What follows belongs to an exercise in optimizing a design on an open flow for small area, a short achievable clock period and few clock cycles; a production flow would make more cautious choices.
At most, simulation tests tie the RTL to the original design; equivalence was not proved.
The RTL of runs 2 to 7 was laid out without a check of its function.
Power figures rest on the tool's default switching activity, not on a simulated workload.

==> flow/design.v <==
module la_capture_ram #(
   parameter  int DATA_W = 18,
   parameter  int DEPTH  = 256,
   parameter  int NTAP   = 8
) (
   input  logic                   clk_i,
   input  logic                   cap_i,
   input  logic [DATA_W-1:0]      wdata_i,
   output logic [NTAP*DATA_W-1:0] taps_o
);
   localparam int SPACE = DEPTH / NTAP;
   logic [DEPTH*DATA_W-1:0] ring_q;
   always_ff @(posedge clk_i) begin
      ring_q <= {ring_q[(DEPTH-1)*DATA_W-1:0],
                 cap_i ? wdata_i : ring_q[DEPTH*DATA_W-1 -: DATA_W]};
   end
   for (genvar k = 0; k < NTAP; k++) begin : g_tap
      assign taps_o[k*DATA_W +: DATA_W] = ring_q[(k*SPACE + SPACE - 2)*DATA_W +: DATA_W];
   end
endmodule
module la_capture #(
   parameter  int DATA_W = 18,
   parameter  int DEPTH  = 256,
   localparam int AW     = $clog2(DEPTH)
) (
   input  logic              clk_i,
   input  logic              rst_i,
   input  logic [DATA_W-1:0] data_i,
   input  logic              trig_i,
   input  logic [1:0]        trig_mode_i,
   input  logic [AW-1:0]     pretrig_i,
   input  logic              arm_i,
   input  logic [7:0]        trig_cnt_i,
   output logic              armed_o,
   output logic              triggered_o,
   output logic              done_o,
   output logic              rd_valid_o,
   input  logic              rd_ready_i,
   output logic [DATA_W-1:0] rd_data_o,
   output logic              rd_last_o
);
   localparam int NTAP = 8;
   localparam int TW   = $clog2(NTAP);
   localparam int SW   = AW - TW;           
   localparam logic [1:0] TRIG_LEVEL_HIGH = 2'd0;
   localparam logic [1:0] TRIG_LEVEL_LOW  = 2'd1;
   localparam logic [1:0] TRIG_RISING     = 2'd2;
   localparam logic [1:0] TRIG_FALLING    = 2'd3;
   function automatic logic trigMatch(input logic [1:0] mode,
                                      input logic       cur,
                                      input logic       prev);
      case (mode)
         TRIG_LEVEL_HIGH: trigMatch = cur;
         TRIG_LEVEL_LOW:  trigMatch = ~cur;
         TRIG_RISING:     trigMatch = cur & ~prev;
         TRIG_FALLING:    trigMatch = ~cur & prev;
         default:         trigMatch = 1'b0;
      endcase
   endfunction
   logic          armed_q, pre_q, wait_q, post_q, done_q;
   logic [1:0]    mode_q;
   logic [AW-1:0] pretrig_q;
   logic [AW-1:0] cnt_q;         
   logic          trigPrev_q;
   logic          triggered_q;
   logic          waitMatch, fire, preEnd, postEnd, capEnd;
   logic [7:0]    matchLeft_q;   
   assign fire = waitMatch && (matchLeft_q[7:1] == 7'd0);
   always_ff @(posedge clk_i) begin
      if (rst_i) begin
         matchLeft_q <= 8'd0;
      end else if (arm_i) begin
         matchLeft_q <= trig_cnt_i;
      end else if (waitMatch) begin
         matchLeft_q <= matchLeft_q - 8'd1;
      end
   end
   assign waitMatch = wait_q && !arm_i && trigMatch(mode_q, trig_i, trigPrev_q);
   assign preEnd    = pre_q && (cnt_q == AW'(1));
   assign postEnd   = post_q && (cnt_q == AW'(1));
   assign capEnd    = !arm_i && (postEnd || (fire && (&pretrig_q)));
   logic [AW-1:0]     lag_q;       
   logic [AW-1:0]     next_q;      
   logic              rdValid_q, rdLast_q;
   logic [DATA_W-1:0] rdData_q;
   logic [NTAP*DATA_W-1:0] taps;
   logic [DATA_W-1:0] tapWord;
   logic              canLoad, load, xfer;
   la_capture_ram #(
      .DATA_W (DATA_W),
      .DEPTH  (DEPTH),
      .NTAP   (NTAP)
   ) u_ram (
      .clk_i   (clk_i),
      .cap_i   (armed_q),
      .wdata_i (data_i),
      .taps_o  (taps)
   );
   assign tapWord = taps[lag_q[AW-1 -: TW]*DATA_W +: DATA_W];
   assign xfer    = rdValid_q && rd_ready_i;
   assign canLoad = done_q && !rdLast_q && (lag_q[SW-1:0] == '0);
   assign load    = canLoad && (!rdValid_q || rd_ready_i);
   always_ff @(posedge clk_i) begin
      if (rst_i) begin
         armed_q     <= 1'b0;
         pre_q       <= 1'b0;
         wait_q      <= 1'b0;
         post_q      <= 1'b0;
         done_q      <= 1'b0;
         triggered_q <= 1'b0;
         mode_q      <= TRIG_LEVEL_HIGH;
         pretrig_q   <= '0;
         cnt_q       <= '0;
      end else if (arm_i) begin
         armed_q     <= 1'b1;
         pre_q       <= (pretrig_i != '0);
         wait_q      <= (pretrig_i == '0);
         post_q      <= 1'b0;
         done_q      <= 1'b0;
         triggered_q <= 1'b0;
         mode_q      <= trig_mode_i;
         pretrig_q   <= pretrig_i;
         cnt_q       <= pretrig_i;
      end else begin
         if (pre_q) begin
            cnt_q <= cnt_q - AW'(1);
            if (preEnd) begin
               pre_q  <= 1'b0;
               wait_q <= 1'b1;
            end
         end
         if (fire) begin
            triggered_q <= 1'b1;
            wait_q      <= 1'b0;
            post_q      <= !(&pretrig_q);
            cnt_q       <= ~pretrig_q;
         end
         if (post_q) begin
            cnt_q <= cnt_q - AW'(1);
            if (postEnd) post_q <= 1'b0;
         end
         if (capEnd) begin
            armed_q <= 1'b0;
            done_q  <= 1'b1;
         end
         if (xfer && rdLast_q) begin
            done_q <= 1'b0;
         end
      end
   end
   always_ff @(posedge clk_i) begin
      if (rst_i) begin
         trigPrev_q <= 1'b0;
      end else begin
         trigPrev_q <= trig_i;
      end
   end
   always_ff @(posedge clk_i) begin
      if (rst_i || arm_i) begin
         rdValid_q <= 1'b0;
         rdLast_q  <= 1'b0;
      end else if (capEnd) begin
         rdValid_q <= 1'b1;
         rdLast_q  <= 1'b0;
      end else if (!rdValid_q || rd_ready_i) begin
         rdValid_q <= load;
         rdLast_q  <= load && (&next_q);
      end
   end
   always_ff @(posedge clk_i) begin
      if (!rdValid_q || rd_ready_i) begin
         rdData_q <= tapWord;
      end
   end
   always_ff @(posedge clk_i) begin
      if (!done_q) begin
         lag_q  <= AW'((NTAP-1) << SW);
         next_q <= AW'(1);
      end else begin
         lag_q <= load ? lag_q : lag_q + AW'(1);
         if (load) next_q <= next_q + AW'(1);
      end
   end
   assign armed_o     = armed_q;
   assign triggered_o = triggered_q;
   assign done_o      = done_q;
   assign rd_valid_o  = rdValid_q;
   assign rd_data_o   = rdData_q;
   assign rd_last_o   = rdLast_q;
endmodule
==> flow/run.sh <==
#!/bin/bash
# synth_recipe.tcl (not shown) runs the flow's synth.tcl, then flattens the netlist and writes it again
# the make line also repeats each setting of config.mk as NAME=value (left out here)
make -C /OpenROAD-flow-scripts/flow DESIGN_CONFIG=/design/flow/config.mk WORK_HOME=/design/flow/orfs CLKGATE_MAP_FILE= SYNTH_SCRIPT=/design/flow/synth_recipe.tcl finish
==> flow/config.mk <==
export PLATFORM = sky130hd
export DESIGN_NAME = la_capture
export DESIGN_NICKNAME = la_capture
export VERILOG_FILES = /design/flow/design.v
export SDC_FILE = /design/flow/constraint.sdc
export NUM_CORES = 4
export LEC_CHECK = 0
export CAP_MARGIN = 20
export CORE_MARGIN = 2
export CORE_UTILIZATION = 45
export SLEW_MARGIN = 20
export SYNTH_MEMORY_MAX_BITS = 8192
==> flow/constraint.sdc <==
create_clock -name core_clock -period 6.0 [get_ports {clk_i}]
set_input_delay 1.2000 -clock core_clock [delete_from_list [all_inputs] [get_ports {clk_i}]]
set_output_delay 1.2000 -clock core_clock [all_outputs]
set_load 0.01 [all_outputs]
==> results of run 1 <==
[metal layers]
metal / part of all wire [%] / vias to the layer above
li1: - / 16700
met3: 5.4 / 340
met5: 0.044 / -
met4: 3.3 / 8
met1: 51 / 15600
met2: 40 / 574
[synthesized netlist by cell type, drive strengths merged, types with 8 or more instances]
cell type,number,area share [%]
xor2,10,0.091
nor2,29,0.11
dfxtp,4659,97
buf,9,0.048
edfxtp,18,0.56
clkbuf,18,0.074
nor3,8,0.053
o31ai,9,0.070
a31oi,8,0.052
xnor2,11,0.10
or3,10,0.065
nand2,30,0.12
mux2i,11,0.11
nor2b,8,0.052
inv,12,0.047
o21ai,9,0.047
mux4,36,0.84
nand3,12,0.062
mux2,36,0.42
a21oi,14,0.072
[placed cells by master, fill, tap and decap left out, types with 11 or more instances in the layout]
master,instances
a21oi_1,14
bufinv_16,38
clkbuf_1,73
clkbuf_16,429
clkbuf_8,99
clkdlybuf4s50_1,63
clkinv_2,78
clkinvlp_4,16
dfxtp_1,4655
edfxtp_1,18
inv_1,12
mux2_2,36
mux2i_1,11
mux4_2,36
nand2_1,30
nand3_1,12
nor2_1,29
xnor2_1,11
[registers in the layout (all words and copies together), names as in the netlist]
name	count
trigPrev_q	1
lag_q	8
pretrig_q	8
matchLeft_q	8
wait_q	1
triggered_q	1
cnt_q	8
next_q	8
rdValid_q	1
rdData_q	18
u_ram.ring_q	4608
pre_q	1
rdLast_q	1
armed_q	1
done_q	1
mode_q	2
post_q	1
[kinds of logic (layout without fill, tap and decap cells)]
family,count (synthesis),after routing,synth area share (%)
mux,83,83,1.37
fa+ha+maj,6,6,0.0777
other cells,0,4,0
compound gates,59,59,0.416
flops,4677,4677,97.1
simple gates,127,127,0.716
buf+inv,39,832,0.168
xor+xnor,21,21,0.190
[how the worst max path moves through the flow]
stage,slack (ns),startpoint,to,depth (start not counted)
global route,2.39,done_q,done_o,1
global placement,2.18,rd_ready_i,next_q[6],6
detailed placement,2.17,rd_ready_i,next_q[3],6
CTS,2.40,done_q,done_o,1
finish,2.58,done_q,done_o,1
floorplan,3.21,rd_ready_i,next_q[2],6
[power by group]
part	switching [mW]	internal [mW]	total, mW
logic	0.0657	0.0697	0.135
clock network	10.6	16.0	26.6
registers	0.112	31.5	31.6
total	10.8	47.5	58.3
[area by class of cell]
cell class,count,area (µm²)
diodes,4,10.0
clock buffers,601,12400
clock inverters,151,1860
fillers,16700,99000
inverters,12,45.0
multi-input cells,296,2680
flip-flops and latches,4677,93800
well taps,2838,3550
repair buffers,68,668
==> flow_results.org, run 1 <==
** Clocking
- Number of setup buffers added after CTS :: 0
- Clk slew on worst S/H paths :: roughly 0.060 ns
- The clock reaches the later pin of the worst-skew pair after roughly 0.96 ns.
- Hold repair after CTS inserted 0 buffers.
- Buffers from clock root to sink, at most :: 4
- Total clock buffers created by CTS :: 424
- Clock tree synthesis found a total of approximately 4700 sinks.
- TritonCTS clock tree :: built
- The root buffer cell chosen for the clock tree is clkbuf_16.
- Number of gates resized after cts :: 0
- H-tree depth :: 5

** Global routing
- Total routing usage reported by global routing :: between 10% and 20%
- The initial antenna violation count is 15.
- Global routing used between 10 and 15% of the available met1 tracks.
- The via count of the first global-routing pass was ~34000.
- Global routing consumed, on the met2 layer, between 10 and 15% of the routing resources.
- Most Used Layer, Global Route :: met1
- Entering global routing, the biggest net connects 39 pins.
- Global-route wire length before repair :: approximately 180 mm
- After global routing the overflow that remains totals 0.
- Global routing consumed, on the met3 layer, between 3 and 4% of the routing resources.

** Floorplanning
- The core region is ~0.21 mm².
- Row generation in the floorplan step produced 170 rows.
- The die is between 400 and 500 µm wide.
- Die extent in y :: ~470 µm
- between 60 and 70 I/O pins were placed.
- The initial utilization of the core area, before any placement, comes to 45.2%.
- Full die area :: 0.219 mm²

** Placement
- Count of input and output buffers :: between 60 and 70
- OpenSTA, run right after detailed placement, puts the worst setup slack at between 2 and 2.5 ns.
- Cell count after placement :: between 7000 and 8000
- Once detailed placement completed, the half-perimeter wirelength came to around 54 mm.
- Final GP Congestion :: 0.693
- In this run the cell area measured after placement is 0.101 mm².

** STA
- The max-slew violation count is 0.
- The number of hold-slack violations in the final timing report is 0.
- Max Fclk :: 292 MHz
- Dividing the final minimum period by the clock period gives 57.0%.
- Worst slew slack as a fraction of its limit :: about a third
- Final setup vio count :: 0
- The worst path needs 3.42 ns of the cycle, external delays included.
- In the post-route analysis, the smallest setup slack over all paths is about 2.6 ns.
- Worst Tran Pin Value :: just under 1 ns
- Between clock sinks in the finished design, the worst skew comes to roughly 0.065 ns.
- Unrepaired setup endpoints after global routing :: false
- Post-route setup TNS :: 0 ns
- Fin Hold WS :: ~0.26 ns

** Route
- Vias :: ~33000
- In the routed design, unresolved DRC markers number 0.
- Starting DRT DRC Count :: 1411
- After detailed routing, the average wire length per cell comes to approximately 13 µm.
- Once detail routing completed, the nets flagged for antenna violations numbered 0.
- Vias per Instance :: roughly 3.8
- The pre-antenna-repair detailed-routing pass consisted of 4 iterations.
- Total detailed-routing wirelength :: 111 mm

** Cells and area
- Area added between synthesis and finish :: 19.0%
- For this run, the share of the core covered by cells in the final layout is between 50% and 60%.
- Layout cell share with drive strength beyond 1 :: 13.3%
- After the last flow step, the layout net total stands at around 5500.
- After routing the design area is roughly 0.12 mm².
- Non-Filler Instances :: 8647

** Worst setup path
- Required time reported for the critical path endpoint :: between 4 and 5 ns
- Walking the worst path, the cells encountered are clkdlybuf4s50_1.
- Along the worst path, the maximum fanout reaches 19.
- Together, buffers and inverters on the worst path number 1.
- Largest stage delay on the critical path :: 0.67 ns
- Sort of element at the start of the critical path :: flip-flop
- The critical path is of the reg -> out type.
- Worst Path Arrival :: 2.22 ns
- For flop-to-flop paths, the worst setup slack is ~3.6 ns.
- The worst setup path is captured at a primary output.
- The cell family contributing the most delay on the critical path is flip-flops.
- The worst register-to-register path begins at lag_q[5].
- The slowest stage of the critical path belongs to the cell dfxtp_1.
- The number of cells on the worst reg-to-reg path is 3.
- The worst register-to-register path ends at rdData_q[14].

** Logic synthesis
- Post-synthesis cell type count :: 50
- In the synthesized netlist, the number of instances is approximately 5000.
- In the synthesized netlist the async set-or-reset flop fraction comes to 0%.
- Number of enable-type register cells in the synthesized netlist :: 18
- Most instantiated flip-flop cell in the synthesis netlist :: dfxtp_1
- In this run, synthesis produced a sequential element count of around 4700.
- Synthesized Nets :: between 5000 and 6000
- During synthesis, Yosys emitted a total of 2 warnings.
- Sequential elements use ~97% of the synthesized area.
- The synthesized netlist occupies a cell area of around 0.097 mm².
- A synthesized cell averages slightly below 20 µm².

** Power and ir drop
- Overall power consumption after layout is estimated at approximately 60 mW.
- Across the VDD grid, the largest voltage drop is between 0.3 and 0.4 mV.
- Leakage Power :: 46.2 nW
- Ratio of total power to cell area :: approximately 510 mW/mm²

** Hold path
- In this run the most critical hold path is launched from u_ram.ring_q[1410].
- Worst Hold Path Cells :: 0
- The min-delay analysis places its worst path in the category reg -> reg.
- The path with the worst hold slack has its endpoint at u_ram.ring_q[1428].

** Outcome
- Outcome :: complete, no violations

** Flow run
- Across the run, the number of max-cap violations was 0.
Testbench counts, summed over its fixed seeds: cycles 12,628.
==> inputs of run 2 (changes only) <==
--- a/flow/design.v
+++ b/flow/design.v
@@ -11,6 +11,7 @@
    localparam int SPACE = DEPTH / NTAP;
-   logic [DEPTH*DATA_W-1:0] ring_q;
+   localparam int SLOTS = DEPTH - 1;
+   logic [SLOTS*DATA_W-1:0] ring_q;
    always_ff @(posedge clk_i) begin
-      ring_q <= {ring_q[(DEPTH-1)*DATA_W-1:0],
-                 cap_i ? wdata_i : ring_q[DEPTH*DATA_W-1 -: DATA_W]};
+      ring_q <= {ring_q[(SLOTS-1)*DATA_W-1:0],
+                 cap_i ? wdata_i : ring_q[SLOTS*DATA_W-1 -: DATA_W]};
    end
@@ -81,3 +82,3 @@
    assign capEnd    = !arm_i && (postEnd || (fire && (&pretrig_q)));
-   logic [AW-1:0]     lag_q;       
+   logic [AW-1:0]     pos_q;       
    logic [AW-1:0]     next_q;      
@@ -98,5 +99,5 @@
    );
-   assign tapWord = taps[lag_q[AW-1 -: TW]*DATA_W +: DATA_W];
+   assign tapWord = taps[pos_q[AW-1 -: TW]*DATA_W +: DATA_W];
    assign xfer    = rdValid_q && rd_ready_i;
-   assign canLoad = done_q && !rdLast_q && (lag_q[SW-1:0] == '0);
+   assign canLoad = done_q && !rdLast_q && (pos_q[SW-1:0] == SW'((1 << SW) - 2));
    assign load    = canLoad && (!rdValid_q || rd_ready_i);
@@ -176,7 +177,8 @@
       if (!done_q) begin
-         lag_q  <= AW'((NTAP-1) << SW);
+         pos_q  <= AW'(DEPTH - 2);
          next_q <= AW'(1);
+      end else if (load) begin
+         next_q <= next_q + AW'(1);
       end else begin
-         lag_q <= load ? lag_q : lag_q + AW'(1);
-         if (load) next_q <= next_q + AW'(1);
+         pos_q <= (pos_q == AW'(DEPTH - 2)) ? '0 : pos_q + AW'(1);
       end
--- a/flow/config.mk
+++ b/flow/config.mk
@@ -10,3 +10,4 @@
 export CORE_UTILIZATION = 45
+export CTS_BUF_LIST = sky130_fd_sc_hd__clkbuf_4 sky130_fd_sc_hd__clkbuf_8
+export SETUP_SLACK_MARGIN = 3.5
 export SLEW_MARGIN = 20
-export SYNTH_MEMORY_MAX_BITS = 8192
==> flow_results.org, run 2 <==
** Outcome
- The run finished with no timing, DRC or antenna violations.

** Worst setup path
- In this design, the largest share of critical-path delay is due to flip-flops.
- Critical path start-end classification :: reg -> out
- Cells along the critical path :: buf_2
- Data arrives at the worst endpoint at around 1.7 ns.
- Data on the critical path is required at its endpoint by between 4 and 5 ns.
- Counting both buffers and inverters, the worst setup path holds a total of 1.
- Critical path endpoint category :: primary output
- Largest stage delay on the critical path :: 0.52 ns
- Sort of element at the start of the critical path :: flip-flop
- Biggest fanout along the worst timing path :: 1
- Slowest cell on the critical path :: edfxtp_1

** Hold path
- In this run the worst hold path is classified as reg -> reg.

** Global routing
- Largest net degree at the start of global routing :: 41
- Global routing used between 10% and 20% of the available tracks across all layers.
- The initial antenna violation count is 5.
- Overall overflow remaining after global route :: 0
- Number of global-route vias before repair :: between 30000 and 40000
- The first global-routing pass estimated between 150 and 200 mm of wire.

** Cells and area
- The library cells used most frequently in the layout, excluding fill and tap cells, are dfxtp_1, clkbuf_8, clkbuf_4, clkdlybuf4s50_1.
- Top register by number of flip-flops :: u_ram.ring_q
- Relative to the synthesized area, the layout overhead comes to 18.7%.
- The post-route netlist has between 20% and 30% of its cells at a drive strength greater than 1.
- The library cell used most frequently in the layout, excluding fill and tap cells, is dfxtp_1.
- The register with the most flip-flops in the layout has around 4600 of them.
- After routing the design area is 0.114 mm².
- In the final layout, the multi-input gates occupy between 0.002 and 0.003 mm².
- The largest registers in the layout are u_ram.ring_q x4590, rdData_q x18.
- Filler Cells Inserted :: between 15000 and 20000
- The net count of the finished layout is 5755.
- For this run, the share of the core covered by cells in the final layout is a little over half.
- Registers take between 0.09 and 0.1 mm².

** STA
- After routing, the total negative slack on setup checks comes to 0 ns.
- The final critical path takes up about half of the cycle.
- Worst Tran Pin Value :: ~0.98 ns
- The clock arrives with just over 0.05 ns of skew.
- The number of hold-slack violations in the final timing report was 0.
- Final critical path time including I/O delays and setup :: between 2 and 3 ns
- Static timing analysis puts the maximum clock frequency at approximately 350 MHz.
- Final count of pins violating max slew :: 0
- Headroom to the max-slew limit came out at 34.3%.
- Setup violations remaining at the end of the flow were counted as 0.
- Unrepaired setup endpoints after global routing :: true

** Floorplanning
- During I/O placement, the number of pins put on the boundary was 64.
- The initial utilization of the core area, before any placement, comes to between 40% and 50%.
- The floorplan step defined a die boundary enclosing about 0.22 mm².
- Die extent in y :: 467 µm
- The floorplan step set the die width to ~470 µm.
- Standard cell core area :: 0.212 mm²
- Total number of placement rows :: 169

** Logic synthesis
- In the synthesized netlist, the cells that appear most often are dfxtp_1, mux2_2, mux4_2, nor2_1, nand2_1.
- The mapped netlist covers between 0.09 and 0.1 mm².
- Synth area leaders :: dfxtp_1, mux4_2, edfxtp_1
- Counting flops and latches in the post-synthesis netlist gives approximately 4700.
- By instance count, the leading cell after synthesis is dfxtp_1.
- Sequential cells were found to cover 97.1% of the synthesized design area.
- Number of enable-type register cells in the synthesized netlist :: 18
- Most instantiated flip-flop cell in the synthesis netlist :: dfxtp_1
- In the synthesized netlist the async set-or-reset flop fraction comes to 0%.
- The netlist uses between 50 and 60 different library cells.
- For this run, the number of Yosys warnings is 2.
- Synthesis produced a netlist whose cell count is between 4000 and 5000.
- The number of nets in the synthesized netlist is between 5000 and 6000.
- Summed over its instances, the top area cell type makes up between 90% and 100% of the synthesized netlist area.
- The average instance in the mapped netlist occupies ~19 µm².
- The biggest area contributor in the post-synthesis netlist is dfxtp_1.

** Power and ir drop
- Leakage Power :: 46.4 nW
- Power spread over the standard cell area amounts to just under 500 mW/mm².
- IR analysis of the VDD net gives a maximum drop of between 0.2 and 0.3 mV.

** Route
- Detailed-route DRC error count :: 0
- Total detailed-routing wirelength :: between 100 and 150 mm
- Vias per Instance :: about 3.8
- Wire per inst :: 12.3 µm
- Starting DRT DRC Count :: between 1000 and 1500
- TritonRoute pass-1 iters :: 5
- Once detail routing completed, the nets flagged for antenna violations numbered 0.
- The final route contains approximately 34000 vias.

** Flow run
- The tool flagged a number of max-cap violations equal to 0.

** Clocking
- Clock tree synthesis found a total of 4659 sinks.
- No sink is reached through more buffers than the 4 on the longest clock path.
- Clk slew on worst S/H paths :: ~0.060 ns
- CTS built an H-tree with a depth of 6.
- Total clock buffers created by CTS :: about 660
- For the worst-skew pair, the clock arrives at the later sink with an insertion delay of 1.01 ns.
- TritonCTS clock tree :: built
- The cell sitting at the root of the clock tree is a clkbuf_8.

** Placement
- In this run the cell area measured after placement is 0.100 mm².
- Buffers placed on the I/O ports in this run total 63.
- Detailed placement HPWL :: 50.4 mm
- The congestion estimate from routability-driven global placement came to 0.720.
-- run 2: changes by cell type after synthesis, moves of 6 or more --
| cell | change |
|---|---|
| or3_1 | -6 |
| o31ai_1 | -7 |
| a21oi_1 | +7 |
| dfxtp_1 | -18 |
| nor2_1 | +6 |
| o211ai_1 | +6 |
-- run 2: layout make-up --
class,count,share of cell area [%]
inverter,14,0.0460
timing repair buffer,75,0.594
multi-input combinational,297,2.35
sequential,4659,81.8
antenna,4,0.00876
clock buffer,1044,11.4
clock inverter,79,0.733
tap,2821,3.09
-- run 2: logic make-up (layout without fill, tap and decap cells) --
family	Yosys count	in the layout	share of synthesized area (%)
flip-flops	4659	4659	97.1
AO/OA/AOI/OAI	73	73	0.569
XOR/XNOR	19	19	0.173
buffers and inverters	42	1212	0.177
adder cells (fa/ha/maj)	6	6	0.0780
multiplexers	78	78	1.33
other	0	4	0
AND/OR/NAND/NOR	121	121	0.628
-- run 2: per-stage QoR --
stage          hold slack [ns]  cells  power [mW]  worst slack, ns
2_1_floorplan            0.310   4998        32.1             3.50
3_3_place_gp             0.310   7858        32.2             2.53
3_5_place_dp             0.312   7858        32.2             2.46
4_1_cts                  0.282   8983        57.4             2.94
5_1_grt                  0.285   8992        58.7             2.96
6_report                 0.280   8993        56.4             3.10
-- run 2: report_power, final --
group	internal [mW]	switching, mW
sequential	31.3	0.0911
clock	14.4	10.6
combinational	0.0739	0.0742
total	45.7	10.7
-- run 2: worst paths after layout --
path	end	cells after the start	slack [ns]	from
setup / recovery	rd_data_o[11]	1	3.10	rdData_q[11]
hold / removal	u_ram.ring_q[1048]	0	0.28	u_ram.ring_q[1030]
setup reg to reg	rdData_q[12]	3	3.68	pos_q[5]
hold reg to reg	u_ram.ring_q[1048]	0	0.28	u_ram.ring_q[1030]
-- run 2: metal layers --
metal | track usage (%) | wire (µm) | vias to the layer above
met5 | 0 | 0 | -
met4 | 5.98 | 4030 | 0
met2 | 13.3 | 42300 | 741
li1 | - | - | 17300
met3 | 3.70 | 6030 | 352
met1 | 14.8 | 58200 | 16100
-- run 2: timing repair --
item                                   4_1_cts  5_1_grt
endpoints found under the hold margin        0        0
hold buffers                                 0        0
setup endpoints to repair                   36       25
buffers inserted                             2        6
pin swaps                                    0        1
gates resized for setup                    115        4
==> inputs of run 3 (changes only) <==
--- a/flow/config.mk
+++ b/flow/config.mk
@@ -10,3 +10,2 @@
 export CORE_UTILIZATION = 45
-export CTS_BUF_LIST = sky130_fd_sc_hd__clkbuf_4 sky130_fd_sc_hd__clkbuf_8
 export SETUP_SLACK_MARGIN = 3.5
==> flow_results.org, run 3 <==
** STA
- In this run the tightest slew margin relative to its limit is just under 30%.
- Across the routed clock network, the largest skew measured is about 0.051 ns.
- Max Fclk :: about 350 MHz
- Unrepaired setup endpoints after global routing :: true
- Final count of pins violating max slew :: 0
- For the final routed database, the setup TNS stands at 0 ns.
- Final critical path time including I/O delays and setup :: about 2.8 ns
- The number of hold-slack violations in the final timing report is 0.
- Final setup vio count :: 0
- Worst Tran Pin Value :: 1.06 ns
- After layout, the worst path uses between 40% and 50% of the clock period.

** Logic synthesis
- Synthesized Nets :: 5045
- Among all cell types in the netlist, the one instantiated most often is dfxtp_1.
- Most frequent cells after synthesis :: dfxtp_1, mux2_2, mux4_2, nor2_1, nand2_1
- In this run, synthesis produced a sequential element count of approximately 4700.
- Share of async-settable or async-resettable flops after synthesis :: 0%
- Yosys mapped the design onto 56 distinct sky130hd cell types.
- Post-synth design cell area :: about 0.096 mm²
- Number of enable-type register cells in the synthesized netlist :: 18
- For this run, the leading register cell type out of synthesis is dfxtp_1.
- The top cell type by area accounts for around 96% of the synthesized area.
- Yosys top cell by area :: dfxtp_1
- Number of cells produced by synthesis :: roughly 5000
- Summing the sequential cell areas from Yosys gives approximately 97% of the chip area.
- Sorting the synthesized cells by area gives the leading types as dfxtp_1, mux4_2, edfxtp_1.
- After synthesis, the mean cell area works out to approximately 19 µm².
- Number of warning messages in the yosys log :: 2

** Cells and area
- The library cells used most frequently in the layout, excluding fill and tap cells, are dfxtp_1, clkbuf_16, clkbuf_8, clkinv_2, clkbuf_1.
- Net total in the final layout :: roughly 5500
- In the final layout, the registers with the most flip-flops are u_ram.ring_q x4590, rdData_q x18.
- Filler Cells Inserted :: roughly 16000
- Top register by number of flip-flops :: u_ram.ring_q
- Max reg flops :: between 4000 and 5000
- The area growth from synthesis to layout is 19.4%.
- Most common cell after layout, fill and taps aside :: dfxtp_1
- Registers take just over 0.09 mm².
- Area occupied by multi-input gates :: 0.00269 mm²
- Non-Filler Instances :: 8618
- Cells with a size suffix above 1 make up about 14% of the layout.

** Hold path
- The worst hold path passes through 0 cells.
- Endpoint of the worst hold-timing path :: u_ram.ring_q[669]
- The tightest min-delay check is of the reg -> reg type.
- The worst hold path begins at u_ram.ring_q[651].

** Clocking
- In this run the deepest clock path goes through 4 buffers.
- Clock-pin slew was measured on the worst setup and hold paths at ~0.060 ns.
- TritonCTS clock tree :: built
- The clock net in this run drives a total of around 4700 sinks.
- Worst-Skew Late Latency :: 0.94 ns
- In this run the clock root is driven by a clkbuf_16.
- Total clock buffers created by CTS :: 417
- H-tree depth :: 5

** Global routing
- Total routing usage reported by global routing :: between 10% and 20%
- After global routing the overflow that remains totals 0.
- The via count of the first global-routing pass came to about 34000.
- Global-route wire length before repair :: about 180 mm
- Largest net degree at the start of global routing :: 41
- The initial antenna violation count was 4.

** Route
- In the routed design, unresolved DRC markers number 0.
- The routed layout has ~33000 vias.
- Antenna viol nets, final :: 0
- Summed over all layers, the routed wires come to roughly 110 mm.
- TritonRoute pass-1 iters :: 5
- Vias per Instance :: 3.84
- In the final routed layout, each cell accounts on average for about 12 µm.
- Starting DRT DRC Count :: between 1500 and 2000

** Power and ir drop
- Leakage Power :: 46.2 nW
- Max rail drop VDD :: around 0.29 mV
- Power spread over the standard cell area amounts to 510 mW/mm².

** Worst setup path
- Reg-to-Reg Start :: pos_q[5]
- The critical path is of the reg -> out type.
- STA classifies the critical path endpoint as a primary output.
- STA puts the critical path data required time at approximately 4.8 ns.
- The kind of cell with the highest combined delay along the critical path is flip-flops.
- Worst Path Arrival :: roughly 1.6 ns
- The endpoint identified for the worst register-to-register timing path is rdData_q[6].
- Largest stage delay on the critical path :: between 0.5 and 0.6 ns
- For the worst flop-to-flop path, the logic depth is 3.
- The largest individual stage delay along the critical path comes from the cell edfxtp_1.
- CP bufs+invs :: 1
- Sort of element at the start of the critical path :: flip-flop
- Cells along the critical path :: buf_2
- Setup slack, reg-to-reg :: roughly 3.7 ns
- Biggest fanout along the worst timing path :: 1

** Floorplanning
- Starting utilization of the core area :: between 40% and 50%
- 64 I/O pins were placed.
- The initialized floorplan defines 169 standard-cell rows.
- The die covers between 0.2 and 0.25 mm².
- The die is between 400 and 500 µm wide.
- Die extent in y :: 467 µm
- The region available for standard cell placement spans 0.212 mm².

** Placement
- Final GP Congestion :: about 0.72
- Detailed placement HPWL :: 50.4 mm
- After detailed placement, the design holds a cell count of 7858.
- The count of buffers added on input and output ports is 63.

** Flow run
- Across the run, the number of max-cap violations was 0.

** Outcome
- The flow ran to the end and the layout has no timing, DRC or antenna violations.
-- run 3: cell counts after synthesis --
No cell type changed its count.
-- run 3: stage by stage --
stage	setup WS (ns)	utilization [%]	hold WS (ns)	power, mW	instance area, µm²
5_1_grt	3.07	54.2	0.292	60.7	115000
3_3_place_gp	2.53	47.3	0.310	32.2	100000
2_1_floorplan	3.50	-	0.310	32.1	96300
6_report	3.16	54.2	0.276	58.7	115000
3_5_place_dp	2.46	47.3	0.312	32.2	100000
4_1_cts	3.05	54.1	0.279	59.4	115000
-- run 3: power breakdown --
| group | switching (mW) | total, mW | internal (mW) |
|---|---|---|---|
| Combinational | 0.0756 | 0.150 | 0.0741 |
| Clock | 10.6 | 27.1 | 16.5 |
| Sequential | 0.0914 | 31.4 | 31.3 |
-- run 3: how the worst max path moves through the flow --
stage | endpoint | slack, ns | from | depth (start not counted)
after detailed placement | cnt_q[2] | 2.46 | trig_i | 6
after floorplan | cnt_q[4] | 3.50 | trig_i | 6
after global placement | cnt_q[2] | 2.53 | trig_i | 6
after CTS | rd_data_o[11] | 3.05 | rdData_q[11] | 1
after global routing | rd_data_o[11] | 3.07 | rdData_q[11] | 1
final | rd_data_o[11] | 3.16 | rdData_q[11] | 1
-- run 3: metal layers --
layer / wire (µm) / vias up / GRT usage, %
met4: 3920 / 0 / 4.98
li1: - / 16700 / -
met3: 4730 / 334 / 2.83
met2: 40800 / 554 / 13.2
met1: 57900 / 15500 / 15.1
met5: 0 / - / 0
-- run 3: layout make-up --
type	count	area share (%)
antenna	3	0.00653
clock buffer	576	10.5
clock inverter	172	2.10
inverter	14	0.0490
multi-input combinational	297	2.34
sequential	4659	81.3
tap	2821	3.07
timing repair buffer	76	0.597
-- run 3: kinds of logic (layout without fill, tap and decap cells) --
kind of cell	Yosys count	after routing	synth area share [%]
and+or+nand+nor	121	121	0.628
AOI/OAI and AO/OA	73	73	0.569
adders and majority gates	6	6	0.0780
other	0	3	0
xor gates and xnor gates	19	19	0.173
DFF	4659	4659	97.1
muxes	78	78	1.33
buffers and inverters	42	838	0.177
-- run 3: what timing repair did --
action                                  in CTS  in global routing
hold buffers                                 0                  0
pin swaps                                    1                  1
setup buffers                                2                  7
cloned                                       0                  0
resized for setup                          114                  7
endpoints found under the setup margin      37                 31
==> inputs of run 4 (changes only) <==
--- a/flow/config.mk
+++ b/flow/config.mk
@@ -10,3 +10,5 @@
 export CORE_UTILIZATION = 45
-export SETUP_SLACK_MARGIN = 3.5
+export CTS_CLUSTER_DIAMETER = 100
+export CTS_CLUSTER_SIZE = 30
+export SETUP_SLACK_MARGIN = 4
 export SLEW_MARGIN = 20
==> flow_results.org, run 4 <==
** Outcome
- The run finished with no timing, DRC or antenna violations.

** STA
- Skew final :: a little under 0.03 ns
- Fin Hold WS :: between 0.3 and 0.4 ns
- The worst path in the final design needs a cycle of roughly 2.8 ns, including I/O delays and setup.
- Max Fclk :: 358 MHz
- Worst slew slack as a fraction of its limit :: 53.1%
- Final count of pins violating max slew :: 0
- Worst Tran Pin Value :: between 0.6 and 0.7 ns
- Slack of the critical path :: ~3.2 ns
- Setup repair after global routing could not meet its margin everywhere.
- Final setup vio count :: 0
- Setup total negative slack on the finished layout was measured at 0 ns.
- In the finished design, the share of the clock period the worst path needs comes to between 40% and 50%.
- Number of hold-slack violations in the final timing report :: 0

** Cells and area
- In the layout the commonest cells are dfxtp_1, clkbuf_16, clkdlybuf4s50_1, mux4_2, mux2_2.
- Non-Filler Instances :: between 8000 and 9000
- Relative to the synthesized area, the layout overhead comes to 9.44%.
- Max reg flops :: about 4600
- Net total in the final layout :: approximately 5300
- In the final layout, the share of cells above drive strength 1 is between 6 and 7%.
- More flip-flops sit in one register than any other, and that register is u_ram.ring_q.
- Most common cell after layout, fill and taps aside :: dfxtp_1
- Area occupied by multi-input gates :: ~0.0028 mm²
- In the final layout, the registers with the most flip-flops are u_ram.ring_q x4590, rdData_q x18.
- After filler insertion, the fill cell instance count of the layout stands at between 15000 and 20000.
- Sequential cell area in the final layout :: 0.0935 mm²

** Route
- Starting DRT DRC Count :: between 1500 and 2000
- Routed wl met3 :: roughly 3.7 mm
- Highest routed metal layer :: met4
- Total detailed-routing wirelength :: about 100 mm
- Routed metal-1 wire length :: ~57 mm
- After detailed routing, the number of vias per cell comes to roughly 3.8.
- The count of nets left with antenna violations once routing finished came out at 0.
- Met2 Routed Length :: approximately 38 mm
- TritonRoute pass-1 iters :: 5
- Detailed-route DRC error count :: 0
- Wire per inst :: about 13 µm
- Vias :: just over 30000

** Floorplanning
- Top-Level Pins :: 64
- Die Wd :: 467 µm
- Die extent in y :: 467 µm
- The floorplan step defined a die boundary enclosing roughly 0.22 mm².
- Total number of placement rows :: 169
- Starting utilization of the core area :: a little under half
- The core region is 0.212 mm².

** Global routing
- Global-route wire length before repair :: approximately 170 mm
- The via count of the first global-routing pass came to between 30000 and 40000.
- The initial antenna violation count is 7.
- In the global route stage, overall resource usage came out at a little under a tenth.
- Global routing finished with a remaining overflow of 0.
- Largest net degree at the start of global routing :: 33

** Logic synthesis
- Number of enable-type register cells in the synthesized netlist :: 18
- Among all flip-flop cells after synthesis, the most frequent one is dfxtp_1.
- In this run the mean area of a mapped cell was 19.3 µm².
- Synth area leaders :: dfxtp_1, mux4_2, edfxtp_1
- The share of synthesized area in the top cell type comes to between 90% and 100%.
- After synthesis, the share of flip-flops with an asynchronous set or reset is 0%.
- Most frequent cells after synthesis :: dfxtp_1, mux2_2, mux4_2, nor2_1, nand2_1
- Synthesis produced a netlist whose cell count is roughly 5000.
- After synthesis, the netlist uses 56 different library cells.
- Yosys top cell by area :: dfxtp_1
- dfxtp_1 is the most common cell in the netlist.
- Sequential elements use a little over nine tenths of the synthesized area.
- Synthesized Nets :: approximately 5000
- Synth Register Bits :: 4659
- During synthesis, Yosys emitted a total of 2 warnings.
- Post-synth design cell area :: 0.0963 mm²

** Placement
- The congestion estimate from routability-driven global placement came to roughly 0.7.
- Once placement completed, the tool counted placed cells totaling between 7000 and 8000.
- Input and output buffers added on the ports amount to 63.
- Pre-CTS worst setup slack :: 2.34 ns
- Detailed placement HPWL :: just over 50 mm

** Clocking
- Clock-pin slew was measured on the worst setup and hold paths at ~0.1 ns.
- Worst-Skew Late Latency :: roughly 0.83 ns
- The H-tree was split into 4 levels.
- Root Driver :: clkbuf_16
- TritonCTS built the clock tree.
- Buffers from clock root to sink, at most :: 3
- CTS saw between 4000 and 5000 sinks.
- Total clock buffers created by CTS :: 174

** Worst setup path
- Worst setup startpoint :: rdData_q[13]
- On the worst path, the slowest cell contributes a delay of 0.56 ns.
- The critical path in this run is classified as reg -> out.
- Reg2reg path depth :: 6
- The largest individual stage delay along the critical path comes from the cell edfxtp_1.
- Biggest fanout along the worst timing path :: 1
- Required time reported for the critical path endpoint :: roughly 4.8 ns
- Reg-to-Reg Start :: matchLeft_q[3]
- Sort of element at the start of the critical path :: flip-flop
- The worst setup path is captured at a primary output.
- Counting both buffers and inverters, the worst setup path holds a total of 1.
- Family with the most delay on the worst path :: flip-flops
- Data arrives at the worst endpoint at ~1.6 ns.
- In this run the number of cells on the critical path is 1.
- The critical path goes through buf_2.

** Power and ir drop
- Net switching is about a fifth of the power.
- Summed over all nets, the switching power comes to between 8 and 9 mW.
- For this design the ratio of total power to cell area is between 400 and 500 mW/mm².
- Clock power share :: 30.3%
- IR analysis of the VDD net gives a maximum drop of approximately 0.31 mV.
- Leakage Power :: about 41 nW
- Cell internal power was estimated by the tool at roughly 37 mW.
- Power share of the sequential group :: 69.3%
- Power comes to 45.2 mW.
- Combinational Power Share :: less than 1%

** Hold path
- Counting instances, the worst hold path has a depth of 0.
- Hold Crit Start :: u_ram.ring_q[849]
- Hold Path Class :: reg -> reg

** Flow run
- Max-cap violations in this run came to 0.
## run 4: cell counts after synthesis
No cell type changed its count.
## run 4: area by class of cell
class / instances / area share [%]
sequential: 4659 / 88.7
clock buffer: 197 / 4.27
timing repair buffer: 84 / 0.788
inverter: 14 / 0.0534
clock inverter: 9 / 0.131
multi-input combinational: 297 / 2.69
tap: 2821 / 3.35
antenna: 3 / 0.00712
## run 4: kinds of logic after synthesis
| logic type | synth area share, % |
|---|---|
| flip-flops | 97.1 |
| AND/OR/NAND/NOR | 0.628 |
| multiplexers | 1.33 |
| AO/OA/AOI/OAI | 0.569 |
| buffers and inverters | 0.177 |
| XOR/XNOR | 0.173 |
| adder cells (fa/ha/maj) | 0.0780 |
## run 4: repair_timing
| item | in CTS | in global routing |
|---|---|---|
| resized for setup | 129 | 17 |
| setup buffers | 10 | 6 |
| endpoints found under the hold margin | 0 | 0 |
| pin swaps | 2 | 6 |
| hold buffers | 0 | 0 |
| setup endpoints to repair | 92 | 35 |
| gates cloned | 0 | 1 |
## run 4: through the flow
stage / instance area [µm²] / utilization [%]
after floorplan: 96400 / -
after global placement: 100000 / 47.3
after detailed placement: 100000 / 47.3
after CTS: 105000 / 49.6
after global routing: 105000 / 49.6
final: 105000 / 49.6
## run 4: worst paths after layout
path	end	slack, ns
max	rd_data_o[13]	3.21
min	u_ram.ring_q[867]	0.32
max reg2reg	cnt_q[4]	3.98
min reg2reg	u_ram.ring_q[867]	0.32
## run 4: routing by layer
metal	GRT usage, %	up-vias
met2	12.4	306
met3	2.20	202
li1	-	15900
met5	0	-
met4	3.30	0
met1	14.9	14600
## run 4: power by group through the flow
stage	combinational, mW	sequential (mW)	clock, mW
global placement	0.145	32.1	0
CTS	0.154	31.4	14.3
finish	0.161	31.3	13.7
global route	0.175	31.4	15.4
detailed placement	0.149	32.1	0
floorplan	0.0953	32.0	0
==> inputs of run 5 (changes only) <==
--- a/flow/config.mk
+++ b/flow/config.mk
@@ -10,2 +10,3 @@
 export CORE_UTILIZATION = 45
+export CTS_BUF_LIST = sky130_fd_sc_hd__clkbuf_8 sky130_fd_sc_hd__clkbuf_16
 export CTS_CLUSTER_DIAMETER = 100
==> flow_results.org, run 5 <==
** Outcome
- The flow ran to the end and the layout has no timing, DRC or antenna violations.

** Floorplanning
- Total number of placement rows :: around 170
- Starting utilization of the core area :: 45.4%
- Die Wd :: approximately 470 µm
- Top-Level Pins :: 64
- The floorplan step defined a die boundary enclosing around 0.22 mm².
- Die extent in y :: ~470 µm
- Standard cell core area :: 0.212 mm²

** Global routing
- Entering global routing, the biggest net connects 33 pins.
- The initial antenna violation count came to 7.
- The total overflow left after global routing is 0.
- Global routing used under 10% of the available tracks.
- Number of global-route vias before repair :: ~31000
- Global-route wire length before repair :: approximately 170 mm

** Cells and area
- The finished layout holds 8084 standard cells, fillers aside.
- Ranked by flip-flop count, first place goes to u_ram.ring_q.
- Largest regs :: u_ram.ring_q x4590, rdData_q x18
- Layout cell share with drive strength beyond 1 :: under 10%
- The filler cells instantiated in the layout total approximately 17000.
- Net total in the final layout :: 5277
- Leaving out fill and tap cells, the most frequent cell in the layout is dfxtp_1.
- Once layout is done, the placed cells without fillers occupy 0.105 mm².
- Area added between synthesis and finish :: 9.44%
- Max reg flops :: around 4600
- Commonest cells after routing, fill and taps aside :: dfxtp_1, clkbuf_16, clkdlybuf4s50_1, mux4_2, mux2_2

** Logic synthesis
- Most numerous cell in the Yosys netlist :: dfxtp_1
- Share of async-settable or async-resettable flops after synthesis :: 0%
- Most instantiated flip-flop cell in the synthesis netlist :: dfxtp_1
- The cell count after synthesis came out at roughly 5000.
- In this run the cell area of the synthesized design comes to 0.0963 mm².
- The share of the Yosys chip area taken by registers is between 90 and 100%.
- Synthesized area per cell :: about 19 µm²
- Most frequent cells after synthesis :: dfxtp_1, mux2_2, mux4_2, nor2_1, nand2_1
- Synth area leaders :: dfxtp_1, mux4_2, edfxtp_1
- The netlist uses 56 different library cells.
- Synthesized Nets :: approximately 5000
- Yosys mapped a number of flops with a built-in enable equal to 18.
- After synthesis, the largest area contributor takes up a little over nine tenths of total cell area.
- For this run, the number of Yosys warnings is 2.
- The largest total area in the synthesized netlist belongs to dfxtp_1.
- Synth Register Bits :: 4659

** Clocking
- Clock-pin slew was measured on the worst setup and hold paths at 0.10 ns.
- At the later pin of the worst-skew pair, clock insertion delay measures ~0.83 ns.
- Buffers from clock root to sink, at most :: 3
- Clock sink count :: 4659
- In this run the clock root is driven by a clkbuf_16.
- The H-tree generated during clock tree synthesis spans 4 levels.
- TritonCTS built the clock tree.
- In this run, CTS created clock tree buffers numbering between 150 and 200.

** Route
- Using the TritonRoute via totals, the vias-per-cell ratio works out to 3.84.
- Detailed-route DRC error count :: 0
- The detail route stage leaves a number of antenna-violating nets equal to 0.
- The routed layout has approximately 31000 vias.
- After detailed routing, the average wire length per cell comes to 12.6 µm.
- TritonRoute pass-1 iters :: 5
- Total detailed-routing wirelength :: 102 mm
- The first routing iteration left about 1600 violations.

** STA
- Final critical path time including I/O delays and setup :: approximately 2.8 ns
- After routing, the total negative slack on setup checks comes to 0 ns.
- Static timing analysis puts the maximum clock frequency at between 300 and 400 MHz.
- The worst pin sits at a relative slew slack of between 50% and 60%.
- Setup violations remaining at the end of the flow were counted as 0.
- Worst Tran Pin Value :: ~0.7 ns
- Hold timing on the final database bottoms out at a slack of between 0.3 and 0.4 ns.
- Final count of pins violating max slew :: 0
- The worst path uses ~47% of the clock period.
- Setup repair after global routing could not meet its margin everywhere.
- On the final layout, the worst clock skew is approximately 0.031 ns.
- Number of hold-slack violations in the final timing report :: 0

** Worst setup path
- Setup slack, reg-to-reg :: 3.98 ns
- The worst setup path is captured at a primary output.
- The largest single stage delay on the critical path is between 0.5 and 0.6 ns.
- In this run the worst path has a maximum fanout of 1.
- The critical path goes through buf_2.
- For the worst setup path, the data required time is roughly 4.8 ns.
- Critical path start-end classification :: reg -> out
- The worst setup path is launched from a flip-flop.
- Together, buffers and inverters on the worst path number 1.
- The slowest stage of the critical path belongs to the cell edfxtp_1.
- Worst Path Arrival :: around 1.6 ns
- Among cell families on the critical path, the largest total delay comes from flip-flops.

** Power and ir drop
- For this design the ratio of total power to cell area is 429 mW/mm².
- The analysis attributes to cell leakage a power of between 40 and 50 nW.
- Max rail drop VDD :: about 0.31 mV
- Power comes to approximately 45 mW.

** Hold path
- The min-delay analysis places its worst path in the category reg -> reg.

** Placement
- Once detailed placement completed, the half-perimeter wirelength came to ~51 mm.
- Counting tap cells, the placed design contains a total of 7858 instances.
- Final GP Congestion :: around 0.69
- In this run the cell area measured after placement is ~0.10 mm².
- Count of input and output buffers :: 63

** Flow run
- Across the run, the number of max-cap violations was 0.
-- run 5: cell count changes in the layout (fill, tap and decap cells not counted) --
cell / before / now
clkbuf_1: 20 / 0
inv_1: 11 / 31
-- run 5: per-stage QoR --
step           utilization (%)  setup slack (ns)
3_5_place_dp              47.3              2.34
6_report                  49.6              3.21
2_1_floorplan                -              3.52
5_1_grt                   49.6              3.11
4_1_cts                   49.6              3.12
3_3_place_gp              47.3              2.34
-- run 5: final timing paths --
path                     startpoint                end  cells past startpoint
setup reg to reg     matchLeft_q[3]           cnt_q[4]                      6
hold reg to reg   u_ram.ring_q[849]  u_ram.ring_q[867]                      0
setup / recovery       rdData_q[13]      rd_data_o[13]                      1
hold / removal    u_ram.ring_q[849]  u_ram.ring_q[867]                      0
-- run 5: worst register-to-register path: cells and delay by family, from the launching register on --
family	cells	cell delay [ns]
AOI/OAI and AO/OA	1	0.12
muxes	1	0.26
and+or+nand+nor	3	0.95
buffers and inverters	1	0.18
DFF	1	0.38
-- run 5: kinds of logic (layout without fill, tap and decap cells) --
| group | count (synthesis) | in the layout | synth area share [%] |
|---|---|---|---|
| mux | 78 | 78 | 1.33 |
| fa+ha+maj | 6 | 6 | 0.0780 |
| other cells | 0 | 3 | 0 |
| compound gates | 73 | 73 | 0.569 |
| flops | 4659 | 4659 | 97.1 |
| simple gates | 121 | 121 | 0.628 |
| xor+xnor | 19 | 19 | 0.173 |
| buf+inv | 42 | 304 | 0.177 |
-- run 5: power by group --
group | internal [mW] | switching [mW] | leakage (nW) | total (mW)
clock network | 5.38 | 8.29 | 2.35 | 13.7
registers | 31.2 | 0.0971 | 37.8 | 31.3
logic | 0.0826 | 0.0787 | 1.38 | 0.161
total | 36.7 | 8.47 | 41.5 | 45.2
-- run 5: area by class of cell --
type	count	area, µm²	share of cell area [%]
antenna	3	7.51	0.00712
clock buffer	177	4430	4.20
clock inverter	29	213	0.202
inverter	14	56.3	0.0534
multi-input combinational	297	2840	2.69
sequential	4659	93500	88.7
tap	2821	3530	3.35
timing repair buffer	84	831	0.788
-- run 5: what timing repair did --
action | 4_1_cts | 5_1_grt
resized for setup | 129 | 17
pin swaps | 2 | 6
hold buffers | 0 | 0
setup endpoints to repair | 92 | 35
gates cloned | 0 | 1
setup buffers | 10 | 6
-- run 5: routing by layer --
metal,track usage [%],vias up,part of all wire (%)
met5,0,-,0
met4,3.30,0,2.6
met3,2.20,202,3.7
met2,12.4,322,37
met1,14.9,14600,56
li1,-,15900,-
==> inputs of run 6 (changes only) <==
--- a/flow/config.mk
+++ b/flow/config.mk
@@ -9,5 +9,4 @@
 export CORE_MARGIN = 2
-export CORE_UTILIZATION = 45
-export CTS_BUF_LIST = sky130_fd_sc_hd__clkbuf_8 sky130_fd_sc_hd__clkbuf_16
-export CTS_CLUSTER_DIAMETER = 100
+export CORE_UTILIZATION = 65
+export CTS_CLUSTER_DIAMETER = 60
 export CTS_CLUSTER_SIZE = 30
==> flow_results.org, run 6 <==
** Route
- Detailed-route DRC error count :: 0
- Total detailed-routing wirelength :: between 100 and 150 mm
- The first TritonRoute pass finished after 4 iterations.
- Vias :: 31100
- Starting DRT DRC Count :: 1271
- Vias per Instance :: 4.28
- Dividing the detail-routed wire length by the instance count gives ~14 µm.
- Antenna viol nets, final :: 0

** Cells and area
- Cells fill between 70 and 80% of the core in the end.
- The net count of the finished layout is around 5300.
- Top register by number of flip-flops :: u_ram.ring_q
- Max reg flops :: between 4000 and 5000
- The post-route netlist has under 10% of its cells at a drive strength greater than 1.
- Largest regs :: u_ram.ring_q x4590, rdData_q x18
- From synthesis to final layout, the design area changed by 9.34%.
- Commonest cells after routing, fill and taps aside :: dfxtp_1, clkbuf_16, clkdlybuf4s50_1, mux4_2, mux2_2
- The finished layout holds 7270 standard cells, fillers aside.
- Most common cell after layout, fill and taps aside :: dfxtp_1

** Placement
- Pre-CTS worst setup slack :: roughly 2.4 ns
- Final GP Congestion :: 0.707
- The HPWL after detailed placement is roughly 50 mm.
- Cell count after placement :: around 7000
- Count of input and output buffers :: between 60 and 70

** Clocking
- TritonCTS clock tree :: built
- Worst-Skew Late Latency :: 0.80 ns
- Root Driver :: clkbuf_16
- The longest clock path from root to sink contains 3 buffers.
- For this design, the CTS-stage hold fixing added 0 buffers.
- H-tree depth :: 4
- Clock sink count :: around 4700
- Clock tree synthesis inserted a total of around 190 buffers.
- After clock tree synthesis, the clock-pin slew on the worst setup and hold paths is approximately 0.10 ns.

** Logic synthesis
- The Yosys step of the flow raised 2 warnings.
- In the synthesized netlist the async set-or-reset flop fraction comes to 0%.
- Post-synthesis cell type count :: between 50 and 60
- After synthesis, the cell types taking the most area are dfxtp_1, mux4_2, edfxtp_1.
- Number of enable-type register cells in the synthesized netlist :: 18
- Synth Register Bits :: roughly 4700
- The average instance in the mapped netlist occupies 19.3 µm².
- Sequential cell area fraction in the yosys report :: a little over nine tenths
- After technology mapping, the gate count stands at 4998.
- The number of nets in the synthesized netlist is around 5000.
- Summed over its instances, the top area cell type makes up between 90% and 100% of the synthesized netlist area.
- Among all flip-flop cells after synthesis, the most frequent one is dfxtp_1.
- The biggest area contributor in the post-synthesis netlist is dfxtp_1.
- By count the netlist is led by dfxtp_1, mux2_2, mux4_2, nor2_1, nand2_1.
- Post-synth design cell area :: 0.0963 mm²
- Most numerous cell in the Yosys netlist :: dfxtp_1

** Global routing
- The via count of the first global-routing pass is 30000.
- The first global-routing pass estimated between 150 and 200 mm of wire.
- Total routing usage reported by global routing :: a little over an eighth
- Overall overflow remaining after global route :: 0
- Entering global routing, the biggest net connects 33 pins.
- Initial antenna violation count :: 6

** Floorplanning
- The floorplan step defined a core boundary enclosing 0.147 mm².
- Full die area :: around 0.15 mm²
- Top-Level Pins :: 64
- Total number of placement rows :: 141
- The floorplan step set the die height to slightly below 400 µm.
- Die Wd :: 389 µm
- Starting utilization of the core area :: 65.3%

** Worst setup path
- Among all stages on the critical path, the largest delay is contributed by edfxtp_1.
- Family with the most delay on the worst path :: flip-flops
- Largest stage delay on the critical path :: around 0.50 ns
- CP bufs+invs :: 1
- Critical path start-end classification :: reg -> out
- Sort of element at the start of the critical path :: flip-flop
- Required time reported for the critical path endpoint :: around 4.8 ns
- The critical path goes through buf_2.
- STA puts the critical path data arrival time at ~1.5 ns.
- STA classifies the critical path endpoint as a primary output.
- Biggest fanout along the worst timing path :: 1

** STA
- Final worst path period share :: around 45%
- Number of hold-slack violations in the final timing report :: 0
- Final setup vio count :: 0
- Worst Tran Pin Value :: 0.776 ns
- After routing, the total negative slack on setup checks comes to 0 ns.
- Final critical path time including I/O delays and setup :: approximately 2.7 ns
- Slack of the critical path :: 3.30 ns
- Max Fclk :: 370 MHz
- Skew final :: ~0.024 ns
- Final count of pins violating max slew :: 0
- Worst slew slack as a fraction of its limit :: a little under half
- Unrepaired setup endpoints after global routing :: true

** Outcome
- Outcome :: complete, no violations

** Power and ir drop
- Ratio of total power to cell area :: roughly 440 mW/mm²
- Across the VDD grid, the largest voltage drop is ~0.32 mV.
- Leakage Power :: between 40 and 50 nW

** Flow run
- Across the run, the number of max-cap violations was 0.

** Hold path
- Hold Path Class :: reg -> reg
-- run 6: cell counts after synthesis --
No cell type changed its count.
-- run 6: path summary, 6_finish.rpt --
| kind | startpoint | slack (ns) | end | cells after the start |
|---|---|---|---|---|
| worst max-delay path | rdData_q[15] | 3.30 | rd_data_o[15] | 1 |
| worst min-delay path | u_ram.ring_q[3978] | 0.32 | u_ram.ring_q[3996] | 0 |
| worst max register to register | matchLeft_q[6] | 4.01 | cnt_q[2] | 5 |
| worst min register to register | u_ram.ring_q[3978] | 0.32 | u_ram.ring_q[3996] | 0 |
-- run 6: stage by stage --
step	total power [mW]	hold slack, ns	area [µm²]
finish	46.4	0.315	105000
global route	48.0	0.319	105000
CTS	46.9	0.316	105000
detailed placement	32.2	0.312	99400
global placement	32.2	0.310	99400
floorplan	32.1	0.310	96400
-- run 6: cell families after synthesis --
| group | Yosys count | synth area share [%] |
|---|---|---|
| simple gates | 121 | 0.628 |
| buf+inv | 42 | 0.177 |
| mux | 78 | 1.33 |
| xor+xnor | 19 | 0.173 |
| fa+ha+maj | 6 | 0.0780 |
| flops | 4659 | 97.1 |
| compound gates | 73 | 0.569 |
-- run 6: layout make-up --
class	instances	area [µm²]
Inverter	14	58.8
Sequential cell	4659	93500
Multi-Input combinational cell	297	2850
Tap cell	1930	2410
Timing Repair Buffer	85	866
Clock buffer	222	4960
Antenna cell	2	5.00
Fill cell	9341	42200
Clock inverter	61	661
-- run 6: routing by layer --
layer / wire length [µm] / part of all wire, % / track usage, %
met1: 56400 / 56 / 21.8
met2: 38300 / 38 / 18.0
met3: 3430 / 3.4 / 2.94
met4: 2520 / 2.5 / 4.28
met5: 0 / 0 / 0
-- run 6: timing repair --
action / CTS / global route
setup endpoints to repair: 83 / 37
buffers inserted: 10 / 4
gates resized for setup: 123 / 22
cloned: 1 / 1
pin swaps: 2 / 6
-- run 6: where the power goes --
part	internal [mW]	total, mW	switching, mW
registers	31.2	31.3	0.0947
logic	0.0878	0.165	0.0772
clock network	6.23	14.9	8.65
total	37.6	46.4	8.82
==> inputs of run 7 (changes only) <==
--- a/flow/design.v
+++ b/flow/design.v
@@ -85,3 +85,3 @@
    logic              rdValid_q, rdLast_q;
-   logic [DATA_W-1:0] rdData_q;
+   logic [DATA_W-1:0] rdData_q, rdHold_q;
    logic [NTAP*DATA_W-1:0] taps;
@@ -172,4 +172,7 @@
       if (!rdValid_q || rd_ready_i) begin
-         rdData_q <= tapWord;
+         rdHold_q <= tapWord;
       end
+   end
+   always_ff @(posedge clk_i) begin
+      rdData_q <= (!rdValid_q || rd_ready_i) ? tapWord : rdHold_q;
    end
==> flow_results.org, run 7 <==
** Worst setup path
- Largest stage delay on the critical path :: 0.49 ns
- Required time reported for the critical path endpoint :: around 4.8 ns
- Worst Path Arrival :: about 1.5 ns
- Reg-to-reg endpoint :: cnt_q[5]
- The worst register-to-register path has a depth of 6.
- Counting both buffers and inverters, the worst setup path holds a total of 1.
- The most critical setup path has its endpoint at rd_data_o[3].
- The setup check on the worst reg-to-reg path leaves a slack of about 4 ns.
- Biggest fanout along the worst timing path :: 1
- The worst setup path is launched from a flip-flop.
- Slowest cell on the critical path :: edfxtp_1
- Broken down by cell family, the worst path's largest delay share belongs to flip-flops.
- The worst setup path is captured at a primary output.
- Critical path start-end classification :: reg -> out
- Reg-to-Reg Start :: matchLeft_q[4]
- Total stage count of the critical path :: 1
- The most critical setup path has its startpoint at rdHold_q[3].
- Cells along the critical path :: buf_2

** Logic synthesis
- Yosys instantiated no cell more often than dfxtp_1.
- Synth Register Bits :: 4659
- Post-synthesis cell type count :: 59
- Yosys printed 2 warnings.
- The cell area that synthesis handed to floorplanning was slightly below 0.1 mm².
- Number of enable-type register cells in the synthesized netlist :: 18
- A synthesized cell averages a little under 20 µm².
- For this run, the leading register cell type out of synthesis is dfxtp_1.
- After synthesis, the cell types taking the most area are dfxtp_1, mux4_2, edfxtp_1.
- Synthesized Nets :: 5044
- Counting flops with an async set or reset pin after synthesis yields a share of 0%.
- After synthesis, the largest area contributor takes up a little over nine tenths of total cell area.
- Yosys top cell by area :: dfxtp_1
- By count the netlist is led by dfxtp_1, mux2_2, mux4_2, nand2_1, nor2_1.
- Sequential cell area fraction in the yosys report :: ~97%
- Number of cells produced by synthesis :: between 4000 and 5000

** Clocking
- For the worst-skew pair, the clock arrives at the later sink with an insertion delay of slightly above 0.8 ns.
- CTS built an H-tree with a depth of 4.
- TritonCTS built the clock tree.
- Clock sink count :: 4659
- The clock passes through at most 3 buffers.
- After clock tree synthesis, the flow added hold-fix buffers numbering 0.
- Clk slew on worst S/H paths :: ~0.1 ns
- Buffers inserted during clock tree synthesis total 184.
- Clock tree synthesis selected as its root buffer the cell clkbuf_16.

** Global routing
- The initial antenna violation count came to 3.
- Largest net degree at the start of global routing :: 35
- After global routing the overflow that remains totals 0.
- Total routing usage reported by global routing :: between 10% and 20%
- Number of global-route vias before repair :: between 30000 and 40000
- The first global-routing pass estimated approximately 160 mm of wire.

** Route
- TritonRoute pass-1 iters :: 5
- In this run, the number of DRC markers left after iteration 0 of detailed routing was 1281.
- Vias :: 31200
- Vias per Instance :: about 4.3
- The detail route stage leaves a number of antenna-violating nets equal to 0.
- Wire per inst :: ~14 µm
- For this block, the routed nets add up to a little over 100 mm of wire.
- Detailed-route DRC error count :: 0

** Cells and area
- Fill cells in the final layout number around 9400.
- Top register by number of flip-flops :: u_ram.ring_q
- Design Area, Final :: 0.105 mm²
- Area added between synthesis and finish :: 9.48%
- The library cell used most frequently in the layout, excluding fill and tap cells, is dfxtp_1.
- Net total in the final layout :: roughly 5300
- The largest registers in the layout are u_ram.ring_q x4590, rdHold_q x18.
- The register with the most flip-flops in the layout has approximately 4600 of them.
- The library cells used most frequently in the layout, excluding fill and tap cells, are dfxtp_1, clkbuf_16, clkdlybuf4s50_1, mux4_2, mux2_2.
- Number of antenna cells inserted :: 0
- In the final layout, the share of cells above drive strength 1 is about 8.2%.

** Floorplanning
- Measured along the x axis, the die boundary spans between 300 and 400 µm.
- The core region is between 0.1 and 0.15 mm².
- Top-Level Pins :: between 60 and 70
- Die extent in y :: ~390 µm
- The initial utilization of the core area, before any placement, comes to 65.3%.
- Total number of placement rows :: 141
- The floorplan step defined a die boundary enclosing approximately 0.15 mm².

** Power and ir drop
- Max rail drop VDD :: ~0.32 mV
- In this run the power density over the cells is around 440 mW/mm².
- Total power for the finished layout comes to 46.6 mW.
- Leakage Power :: 42.1 nW

** STA
- Number of hold-slack violations in the final timing report :: 0
- Post-route setup TNS :: 0 ns
- The smallest clock period supported by the final layout is computed as 2.68 ns.
- Skew final :: 0.0228 ns
- Measured against its own limit, the worst slew margin works out to 56.5%.
- The max-slew violation count came to 0.
- Setup violations remaining at the end of the flow were counted as 0.
- At the pin with the least slew margin, the transition time is around 0.65 ns.
- Final worst path period share :: between 40% and 50%
- Max Fclk :: 373 MHz
- Setup repair after global routing could not meet its margin everywhere.

** Hold path
- The path class of the tightest hold or removal check is reg -> reg.

** Outcome
- Outcome :: complete, no violations

** Placement
- Count of input and output buffers :: between 60 and 70
- Summed over all nets, the half-perimeter wirelength after detailed placement is ~50 mm.
- Routability-driven placement finished with a final weighted congestion of between 0.7 and 0.8.
- The placed instances occupy a cell area of 0.0994 mm².

** Flow run
- The tool flagged a number of max-cap violations equal to 0.
[run 7: metal layers]
layer / vias to the layer above / GRT usage [%] / part of all wire, % / wire length [µm]
met5: - / 0 / 0 / 0
met4: 0 / 4.68 / 2.7 / 2730
met3: 205 / 2.94 / 3.7 / 3820
met2: 323 / 18.0 / 38 / 38400
met1: 14600 / 22.1 / 56 / 56900
li1: 16100 / - / - / -
[run 7: repair_timing]
item                                    4_1_cts  5_1_grt
pin swaps                                    12        8
resized for setup                           146       25
endpoints found under the setup margin       77       42
setup buffers                                23        4
cloned                                        3        1
[run 7: worst reg2reg max path, cell delays in order, from the launching register on]
cell and delay (ns):
dfxtp_2 0.35, or4_4 0.56, buf_6 0.16, buf_4 0.14, o41a_1 0.44, a21oi_1 0.19, a211oi_1 0.11
[run 7: worst min-delay path by stage]
stage                                  start                 end  cells past startpoint
final                     u_ram.ring_q[2574]  u_ram.ring_q[2592]                      0
after global placement       u_ram.ring_q[2]    u_ram.ring_q[20]                      0
after global routing      u_ram.ring_q[1466]  u_ram.ring_q[1484]                      0
after floorplan            u_ram.ring_q[982]  u_ram.ring_q[1000]                      0
after detailed placement   u_ram.ring_q[997]  u_ram.ring_q[1015]                      0
after CTS                 u_ram.ring_q[1215]  u_ram.ring_q[1233]                      0
[run 7: final cells by class]
class                      instances  area, µm²  share of cell area, %
sequential                      4659      93500                   88.6
clock buffer                     220       4950                   4.69
multi-input combinational        295       2900                   2.75
tap                             1930       2410                   2.29
timing repair buffer              97        956                  0.906
clock inverter                    58        688                  0.653
inverter                          11       57.6                 0.0546
timing repair inverter             2       16.3                 0.0154
[run 7: cell families after synthesis]
| kind of cell | synth area share (%) |
|---|---|
| AND/OR/NAND/NOR | 0.681 |
| buffers and inverters | 0.182 |
| adder cells (fa/ha/maj) | 0.0779 |
| XOR/XNOR | 0.173 |
| flip-flops | 97.0 |
| multiplexers | 1.31 |
| AO/OA/AOI/OAI | 0.553 |
[run 7: power by group]
part           switching, mW  leakage [nW]  internal, mW
clock                   8.62          2.74          6.33
sequential             0.114          37.8          31.3
combinational         0.0827          1.53        0.0904
total                   8.82          42.1          37.7
[run 7: through the flow]
step	worst slack (ns)	hold slack (ns)	std cells	util, %
2_1_floorplan	3.53	0.310	4997	-
3_3_place_gp	2.37	0.310	6963	67.4
3_5_place_dp	2.28	0.312	6963	67.4
4_1_cts	3.20	0.315	7267	71.4
5_1_grt	3.22	0.322	7272	71.5
6_report	3.32	0.318	7272	71.5

-- what the ideal ports hide --
The flow's constraints put no driver on any port. The routed layouts listed below were extracted and timed again, unchanged, in two steps.
Step 1 (the two cells are an assumption about what drives the block):
set clk [get_ports {clk_i}]
set_driving_cell -lib_cell sky130_fd_sc_hd__clkbuf_16 $clk
set_driving_cell -lib_cell sky130_fd_sc_hd__buf_2 [delete_from_list [all_inputs] $clk]
Step 2, shift: input delay + t, output delay - t, t = (earliest + latest rising clock arrival at the registers) / 2. This alone moves slack from input paths to output paths.
Slacks: ideal ports / drivers / drivers and shift; pairs: ideal ports / drivers.
| run | shift t [ns] | setup WS [ns] | slew at the worst register clock pin (ns) |
|---|---|---|---|
| run 1 | 1.001 | 2.579 / 2.494 / 2.239 | 0.07 / 0.07 |
| run 2 | 1.063 | 3.105 / 3.028 / 2.629 | 0.07 / 0.07 |
| run 3 | 0.988 | 3.160 / 3.079 / 2.666 | 0.07 / 0.07 |
| run 4 | 0.889 | 3.208 / 3.129 / 3.083 | 0.12 / 0.12 |
| run 5 | 0.890 | 3.208 / 3.128 / 3.086 | 0.12 / 0.12 |
| run 6 | 0.868 | 3.299 / 3.225 / 3.147 | 0.11 / 0.11 |
| run 7 | 0.867 | 3.322 / 3.249 / 3.211 | 0.11 / 0.11 |
After both steps every run listed still meets setup and hold. The setup slack of run 3, which loses most, moves by -0.081 ns with the drivers and by -0.494 ns with both steps.
